What follows belongs to an exercise in optimizing a design on an open flow for small area and a short achievable clock period; a production flow would make more cautious choices. At most, simulation tests tie the RTL to the original design; equivalence was not proved.

== rev 12 ==
// mul_issue_ctrl
module mul_issue_ctrl
#(
   parameter int MUL_LAT = m_extension::MUL_LAT_DEFAULT
) (
   input  logic        clk,
   input  logic        rst,
   input  logic        req_valid,
   output logic        req_ready,
   input  logic [31:0] req_rs1,
   input  logic [31:0] req_rs2,
   input  m_extension::m_funct3     req_funct3,
   input  logic        flush,
   output logic        resp_valid,
   output logic [31:0] resp_data,
   input  logic        resp_ready,
   output logic [15:0] hit_count
);
Size in the first run: roughly 260 flip-flops, about 17000 um2 of cells after synthesis.
==> module mul_issue_ctrl, before the edit <==
module mul_issue_ctrl
#(
   parameter int MUL_LAT = m_extension::MUL_LAT_DEFAULT
) (
   input  logic        clk,
   input  logic        rst,
   input  logic        req_valid,
   output logic        req_ready,
   input  logic [31:0] req_rs1,
   input  logic [31:0] req_rs2,
   input  m_extension::m_funct3     req_funct3,
   input  logic        flush,
   output logic        resp_valid,
   output logic [31:0] resp_data,
   input  logic        resp_ready,
   output logic [15:0] hit_count
);
   logic        idle_r;
   logic        resp_r;
   logic [4:0]  step_r;
   logic        busy;
   logic [31:0] op_a_r;
   logic        op_as_r;       
   logic [31:0] op_b_r;
   logic        op_bs_r;       
   logic [2:0]  op_f_r;
   logic [33:0] acc_r;
   logic        ov_r;          
   logic [31:0] lo_r;
   logic [31:0] last_rs1_r;
   logic [31:0] last_rs2_r;
   logic [2:0]  last_f_r;
   logic [31:0] last_result_r;
   logic        last_valid_r;
   logic [15:0] hit_count_r;
   logic        req_ready_s;
   logic        accept_s;
   logic        match_s;
   logic        hit_s;
   logic        miss_s;
   logic        complete_s;
   assign busy = |step_r;
   always_comb begin
      req_ready_s = ~flush & (idle_r | (resp_r & resp_ready));
      accept_s    = req_valid & req_ready_s;
      match_s     = last_valid_r & (req_rs1 == last_rs1_r) & (req_rs2 == last_rs2_r) &
                    (req_funct3 == last_f_r);
      hit_s       = accept_s & match_s;
      miss_s      = accept_s & ~match_s;
      complete_s  = ~flush & step_r[4];
   end
   always_ff @(posedge clk) begin
      if (rst || flush) begin
         idle_r <= 1'b1;
         resp_r <= 1'b0;
         step_r <= 5'd0;
      end else begin
         idle_r <= ~accept_s & (idle_r | (resp_r & resp_ready));
         resp_r <= hit_s | step_r[4] | (resp_r & ~resp_ready);
         step_r <= {step_r[3:0], miss_s};
      end
   end
   localparam logic [41:0] SIGN_FIX = 42'h35400000000;   
   logic               last_step;
   logic [7:0]         chunk;
   logic [8:0]         bits;
   logic [32:0]        a_x;
   logic [3:0]         b_neg;
   logic [3:0]         b_one;
   logic [3:0]         b_two;
   logic [33:0]        row [4];
   logic [41:0]        t_s;
   logic [41:0]        t_sum;
   logic [31:0]        result_s;
   assign last_step = step_r[4];
   assign chunk     = last_step ? {8{op_bs_r}} : op_b_r[7:0];
   assign bits      = {chunk, ov_r};
   assign a_x       = {op_as_r, op_a_r};
   always_comb begin
      for (int i = 0; i < 4; i++) begin
         b_neg[i] = bits[2*i+2];
         b_one[i] = bits[2*i+1] ^ bits[2*i];
         b_two[i] = (bits[2*i+2] & ~bits[2*i+1] & ~bits[2*i]) |
                    (~bits[2*i+2] & bits[2*i+1] & bits[2*i]);
         for (int j = 0; j < 33; j++) begin
            row[i][j] = ((b_one[i] & a_x[j]) | (b_two[i] & ((j == 0) ? 1'b0 : a_x[j-1]))) ^ b_neg[i];
         end
         row[i][33] = ~(((b_one[i] | b_two[i]) & a_x[32]) ^ b_neg[i]);
      end
      t_sum = {8'd0, ~acc_r[33], acc_r[32:0]} +
              {8'd0, row[0]} + {6'd0, row[1], 2'd0} + {4'd0, row[2], 4'd0} + {2'd0, row[3], 6'd0} +
              {35'd0, b_neg[3], 1'b0, b_neg[2], 1'b0, b_neg[1], 1'b0, b_neg[0]} +
              SIGN_FIX;
   end
   assign t_s      = t_sum;
   assign result_s = (op_f_r == F3_MUL) ? lo_r : t_s[31:0];
   always_ff @(posedge clk) begin
      if (!busy) begin
         op_a_r  <= req_rs1;
         op_as_r <= ((req_funct3 == F3_MULH) || (req_funct3 == F3_MULHSU)) & req_rs1[31];
         op_b_r  <= req_rs2;
         op_bs_r <= (req_funct3 == F3_MULH) & req_rs2[31];
         op_f_r  <= req_funct3;
         acc_r   <= 34'd0;
         ov_r    <= 1'b0;
      end else begin
         op_b_r  <= {op_b_r[7:0], op_b_r[31:8]};
         acc_r   <= t_s[41:8];
         ov_r    <= op_b_r[7];
      end
   end
   always_ff @(posedge clk) begin
      lo_r <= {t_s[7:0], lo_r[31:8]};
   end
   always_ff @(posedge clk) begin
      if (complete_s) begin
         last_rs1_r    <= op_a_r;
         last_rs2_r    <= op_b_r;
         last_f_r      <= op_f_r;
         last_result_r <= result_s;
      end
   end
   always_ff @(posedge clk) begin
      if (rst) begin
         last_valid_r <= 1'b0;
         hit_count_r  <= 16'd0;
      end else begin
         if (complete_s) begin
            last_valid_r <= 1'b1;
         end
         if (hit_s && (hit_count_r != 16'hFFFF)) begin
            hit_count_r <= hit_count_r + 16'd1;
         end
      end
   end
   assign req_ready  = req_ready_s;
   assign resp_valid = resp_r;
   assign resp_data  = last_result_r;
   assign hit_count  = hit_count_r;
endmodule
make LEC_CHECK=0 CAP_MARGIN=20 CORE_MARGIN=2 CORE_UTILIZATION=40 SETUP_SLACK_MARGIN=5.0 SLEW_MARGIN=20 finish   # period 10.0 ns
run.sh (not shown) runs the stock make flow with config.mk's settings and CLKGATE_MAP_FILE= SYNTH_SCRIPT=/design/flow/synth_recipe.tcl, a recipe that flattens the netlist after the stock synthesis.
Rev 12: no failed stages, no open violations at the end
Setup changes, rev 12 to rev 13
diff --git a/flow/design.v b/flow/design.v
--- a/flow/design.v
+++ b/flow/design.v
@@ -40,7 +40,6 @@
    logic        op_bs_r;       
    logic [2:0]  op_f_r;
    logic [33:0] acc_r;
-   logic        ov_r;          
    logic [31:0] lo_r;
    logic [31:0] last_rs1_r;
    logic [31:0] last_rs2_r;
@@ -76,27 +75,37 @@
       end
    end
    localparam logic [41:0] SIGN_FIX = 42'h35400000000;   
-   logic               last_step;
-   logic [7:0]         chunk;
-   logic [8:0]         bits;
+   function automatic logic [11:0] booth_enc(input logic [8:0] b);
+      logic [3:0] neg;
+      logic [3:0] one;
+      logic [3:0] two;
+      for (int i = 0; i < 4; i++) begin
+         neg[i] = b[2*i+2];
+         one[i] = b[2*i+1] ^ b[2*i];
+         two[i] = (b[2*i+2] & ~b[2*i+1] & ~b[2*i]) | (~b[2*i+2] & b[2*i+1] & b[2*i]);
+      end
+      booth_enc = {two, one, neg};
+   endfunction
    logic [32:0]        a_x;
    logic [3:0]         b_neg;
    logic [3:0]         b_one;
    logic [3:0]         b_two;
+   logic [11:0]        booth_r;
+   logic [11:0]        booth_next;
+   logic [7:0]         chunk_next;
    logic [33:0]        row [4];
    logic [41:0]        t_s;
    logic [41:0]        t_sum;
    logic [31:0]        result_s;
-   assign last_step = step_r[4];
-   assign chunk     = last_step ? {8{op_bs_r}} : op_b_r[7:0];
-   assign bits      = {chunk, ov_r};
-   assign a_x       = {op_as_r, op_a_r};
+   assign a_x        = {op_as_r, op_a_r};
+   assign chunk_next = step_r[3] ? {8{op_bs_r}} : op_b_r[15:8];
+   assign booth_next = busy ? booth_enc({chunk_next, op_b_r[7]}) : booth_enc({req_rs2[7:0], 1'b0});
+   assign {b_two, b_one, b_neg} = booth_r;
+   always_ff @(posedge clk) begin
+      booth_r <= booth_next;
+   end
    always_comb begin
       for (int i = 0; i < 4; i++) begin
-         b_neg[i] = bits[2*i+2];
-         b_one[i] = bits[2*i+1] ^ bits[2*i];
-         b_two[i] = (bits[2*i+2] & ~bits[2*i+1] & ~bits[2*i]) |
-                    (~bits[2*i+2] & bits[2*i+1] & bits[2*i]);
          for (int j = 0; j < 33; j++) begin
             row[i][j] = ((b_one[i] & a_x[j]) | (b_two[i] & ((j == 0) ? 1'b0 : a_x[j-1]))) ^ b_neg[i];
          end
@@ -117,11 +126,9 @@
          op_bs_r <= (req_funct3 == F3_MULH) & req_rs2[31];
          op_f_r  <= req_funct3;
          acc_r   <= 34'd0;
-         ov_r    <= 1'b0;
       end else begin
          op_b_r  <= {op_b_r[7:0], op_b_r[31:8]};
          acc_r   <= t_s[41:8];
-         ov_r    <= op_b_r[7];
       end
    end
    always_ff @(posedge clk) begin
- Rev 13 vs rev 12: total wire length down by a few percent
- Compared with rev 12, in rev 13 cell area now sits lower; average instance area after synthesis held; hold violation total from the final report held.
- Taking rev 12 as the reference, in rev 13 synthesized instance count saw little to no change, number of global-route vias before repair has decreased, fraction of final layout cells sized beyond drive strength 1 shows a reduction of 12 points.
Function was not checked in any run of this note: the RTL went through the layout flow alone.

## oak
mul_issue_ctrl, a different RTL version from the one above (not shown whole).
For scale: roughly 240 flip-flops, ~16000 um2 of cells after synthesis.
==> module mul_issue_ctrl, before the edit <==
module mul_issue_ctrl
#(
   parameter int MUL_LAT = m_extension::MUL_LAT_DEFAULT
) (
   input  logic        clk,
   input  logic        rst,
   input  logic        req_valid,
   output logic        req_ready,
   input  logic [31:0] req_rs1,
   input  logic [31:0] req_rs2,
   input  m_extension::m_funct3     req_funct3,
   input  logic        flush,
   output logic        resp_valid,
   output logic [31:0] resp_data,
   input  logic        resp_ready,
   output logic [15:0] hit_count
);
   logic        idle_r;
   logic        resp_r;
   logic [4:0]  step_r;
   logic        busy;
   logic [31:0] op_a_r;
   logic        op_as_r;       
   logic [31:0] op_b_r;
   logic        op_bs_r;       
   logic [2:0]  op_f_r;
   logic [32:0] acc_r;
   logic [3:0]  cy_r;          
   logic [31:0] last_rs1_r;
   logic [31:0] last_rs2_r;
   logic [2:0]  last_f_r;
   logic [31:0] last_result_r;
   logic [2:0]  last_cy_r;     
   logic        last_valid_r;
   logic [15:0] hit_count_r;
   logic        req_ready_s;
   logic        accept_s;
   logic        match_s;
   logic        hit_s;
   logic        miss_s;
   logic        complete_s;
   assign busy = |step_r;
   always_comb begin
      req_ready_s = ~flush & (idle_r | (resp_r & resp_ready));
      accept_s    = req_valid & req_ready_s;
      match_s     = last_valid_r & (req_rs1 == last_rs1_r) & (req_rs2 == last_rs2_r) &
                    (req_funct3 == last_f_r);
      hit_s       = accept_s & match_s;
      miss_s      = accept_s & ~match_s;
      complete_s  = ~flush & step_r[4];
   end
   always_ff @(posedge clk) begin
      if (rst || flush) begin
         idle_r <= 1'b1;
         resp_r <= 1'b0;
         step_r <= 5'd0;
      end else begin
         idle_r <= ~accept_s & (idle_r | (resp_r & resp_ready));
         resp_r <= hit_s | step_r[4] | (resp_r & ~resp_ready);
         step_r <= {step_r[3:0], miss_s};
      end
   end
   function automatic logic [11:0] booth_enc(input logic [8:0] b);
      logic [3:0] neg;
      logic [3:0] one;
      logic [3:0] two;
      for (int i = 0; i < 4; i++) begin
         neg[i] = b[2*i+2];
         one[i] = b[2*i+1] ^ b[2*i];
         two[i] = (b[2*i+2] & ~b[2*i+1] & ~b[2*i]) | (~b[2*i+2] & b[2*i+1] & b[2*i]);
      end
      booth_enc = {two, one, neg};
   endfunction
   logic [32:0]        a_x;
   logic [3:0]         b_neg;
   logic [3:0]         b_one;
   logic [3:0]         b_two;
   logic [11:0]        booth_r;
   logic [11:0]        booth_next;
   logic [7:0]         chunk_next;
   logic [8:0]         window_next;
   logic               mul_op;
   logic [40:0]        t_s;
   logic [4:0]         co_s;
   assign a_x        = {op_as_r, op_a_r};
   assign mul_op      = (op_f_r == F3_MUL);
   assign chunk_next  = step_r[3] ? {8{op_bs_r}} : op_b_r[15:8];
   always_comb begin
      if (!mul_op) begin
         window_next = {chunk_next, op_b_r[7]};
      end else if (step_r[0] | step_r[2]) begin
         window_next = op_b_r[31:23];
      end else begin
         window_next = {op_b_r[15:8], op_b_r[7] & ~step_r[3]};
      end
   end
   assign booth_next = busy ? booth_enc(window_next) :
                       (req_funct3 == F3_MUL) ? 12'd0 : booth_enc({req_rs2[7:0], 1'b0});
   assign {b_two, b_one, b_neg} = booth_r;
   always_ff @(posedge clk) begin
      booth_r <= booth_next;
   end
   mul_step u_step (
      .a_x   (a_x),
      .b_neg (b_neg),
      .b_one (b_one),
      .b_two (b_two),
      .acc   (acc_r),
      .cy    (cy_r),
      .t     (t_s),
      .co    (co_s)
   );
   always_ff @(posedge clk) begin
      if (!busy) begin
         op_a_r  <= req_rs1;
         op_as_r <= ((req_funct3 == F3_MULH) || (req_funct3 == F3_MULHSU)) & req_rs1[31];
         op_b_r  <= req_rs2;
         op_bs_r <= (req_funct3 == F3_MULH) & req_rs2[31];
         op_f_r  <= req_funct3;
         acc_r   <= 33'd0;
         cy_r    <= 4'd0;
      end else begin
         op_b_r  <= {op_b_r[7:0], op_b_r[31:8]};
         if (mul_op) begin
            acc_r <= {t_s[24:0], 8'd0};
            cy_r  <= {co_s[1:0], 2'd0};
         end else begin
            acc_r <= t_s[40:8];
            cy_r  <= co_s[3:0];
         end
      end
   end
   always_ff @(posedge clk) begin
      if (complete_s) begin
         last_rs1_r    <= op_a_r;
         last_rs2_r    <= op_b_r;
         last_f_r      <= op_f_r;
         last_result_r <= t_s[31:0];
         last_cy_r     <= co_s[2:0];
      end
   end
   always_ff @(posedge clk) begin
      if (rst) begin
         last_valid_r <= 1'b0;
         hit_count_r  <= 16'd0;
      end else begin
         if (complete_s) begin
            last_valid_r <= 1'b1;
         end
         if (hit_s && (hit_count_r != 16'hFFFF)) begin
            hit_count_r <= hit_count_r + 16'd1;
         end
      end
   end
   assign req_ready  = req_ready_s;
   assign resp_valid = resp_r;
   assign resp_data  = last_result_r + {last_cy_r[2], 7'd0, last_cy_r[1], 7'd0, last_cy_r[0], 8'd0};
   assign hit_count  = hit_count_r;
endmodule
Settings: LEC_CHECK=0, CAP_MARGIN=20, CORE_MARGIN=2, CORE_UTILIZATION=40, SLEW_MARGIN=20, TNS_END_PERCENT=10; clock period 10.0 ns.
standard.sh (not shown) runs the stock make flow with config.mk's settings and CLKGATE_MAP_FILE= SYNTH_SCRIPT=/design/flow/synth_recipe.tcl, a recipe that flattens the netlist after the stock synthesis.
==> flow/flow/run.sh <==
#!/bin/bash
# Own flow: the standard layout (standard.sh: the standard synthesis, then
# ORFS floorplan, placement, CTS and routing) with plain buf_1 port buffers in
# place of clkdlybuf4s50_1, larger clock-sink clusters without dummy loads,
# and a tighter setup repair target. Every tool's own log is under orfs/logs/;
# make's output goes to standard.log.
set -euo pipefail
bash standard.sh \
  "BUFFER_PORTS_ARGS=-buffer_cell sky130_fd_sc_hd__buf_1" \
  "CTS_ARGS=-sink_clustering_enable -repair_clock_nets -sink_clustering_size 20 -sink_clustering_max_diameter 100 -dont_use_dummy_load" \
  "SETUP_SLACK_MARGIN=5.45" \
  finish > standard.log 2>&1
Edits applied to the flow inputs when going from oak to pine:
-- flow/design.v --
<<< oak, line 602
   logic        resp_r;
   logic [4:0]  step_r;
   logic        busy;
   logic [31:0] op_a_r;
   logic        op_as_r;       
>>> pine, line 602
   logic        resp_r;
   logic [4:0]  step_r;
   logic        load_r;        
   logic [31:0] op_a_r;
   logic        op_as_r;       
<<< oak, line 623
   logic        miss_s;
   logic        complete_s;
   assign busy = |step_r;
   always_comb begin
      req_ready_s = ~flush & (idle_r | (resp_r & resp_ready));
>>> pine, line 623
   logic        miss_s;
   logic        complete_s;
   always_comb begin
      req_ready_s = ~flush & (idle_r | (resp_r & resp_ready));
<<< oak, line 638
         resp_r <= 1'b0;
         step_r <= 5'd0;
      end else begin
         idle_r <= ~accept_s & (idle_r | (resp_r & resp_ready));
         resp_r <= hit_s | step_r[4] | (resp_r & ~resp_ready);
         step_r <= {step_r[3:0], miss_s};
      end
   end
>>> pine, line 637
         resp_r <= 1'b0;
         step_r <= 5'd0;
         load_r <= 1'b1;
      end else begin
         idle_r <= ~accept_s & (idle_r | (resp_r & resp_ready));
         resp_r <= hit_s | step_r[4] | (resp_r & ~resp_ready);
         step_r <= {step_r[3:0], miss_s};
         load_r <= ~(miss_s | (|step_r[3:0]));
      end
   end
<<< oak, line 678
      end
   end
   assign booth_next = busy ? booth_enc(window_next) :
                       (req_funct3 == F3_MUL) ? 12'd0 : booth_enc({req_rs2[7:0], 1'b0});
   assign {b_two, b_one, b_neg} = booth_r;
>>> pine, line 679
      end
   end
   assign booth_next = !load_r ? booth_enc(window_next) :
                       (req_funct3 == F3_MUL) ? 12'd0 : booth_enc({req_rs2[7:0], 1'b0});
   assign {b_two, b_one, b_neg} = booth_r;
<<< oak, line 695
   );
   always_ff @(posedge clk) begin
      if (!busy) begin
         op_a_r  <= req_rs1;
         op_as_r <= ((req_funct3 == F3_MULH) || (req_funct3 == F3_MULHSU)) & req_rs1[31];
>>> pine, line 696
   );
   always_ff @(posedge clk) begin
      if (load_r) begin
         op_a_r  <= req_rs1;
         op_as_r <= ((req_funct3 == F3_MULH) || (req_funct3 == F3_MULHSU)) & req_rs1[31];
==> comparison <==
pine was carried through to the last stage, and its layout satisfied the timing, design-rule and antenna checks.
| wire length of the first global-routing pass | pine vs oak | 5.8% lower |
[pine] worst path setup slack after routing fell 0.032 ns relative to oak
NOTE floorplan die height oak->pine decreased slightly
pine vs. oak: final standard cell area without fillers fell by 1.3%; clock buffer instance count of the final layout rose by 1.

what the ideal ports hide:
Ports are ideal in the flow. The routed layouts listed here were re-timed in OpenROAD.
Step 1 (the two cells are an assumption about what drives the block):
set clk [get_ports {clk}]
set_driving_cell -lib_cell sky130_fd_sc_hd__clkbuf_16 $clk
set_driving_cell -lib_cell sky130_fd_sc_hd__buf_2 [delete_from_list [all_inputs] $clk]
Step 2 moves the port delays by t, midway between the first and last clock arrival at a register: inputs arrive t later, outputs are due t later. That takes back most of the time a late clock gives input paths.
Three values: ideal ports, drivers, drivers and shift; two values: the first two.
run	t, ns	setup slack, ns	worst data-port slew with drivers (ns)	cell pins on the clock port's net
rev 12	0.637	4.505 / 4.505 / 4.505	0.08	1
rev 13	0.625	5.063 / 5.092 / 4.466	0.06	1
oak	0.540	5.524 / 5.495 / 5.094	0.08	1
pine	0.546	5.492 / 5.472 / 5.034	0.07	1
After both steps every run listed still meets setup and hold. The setup slack of rev 13, which loses most, moves by +0.029 ns with the drivers and by -0.597 ns with both steps.
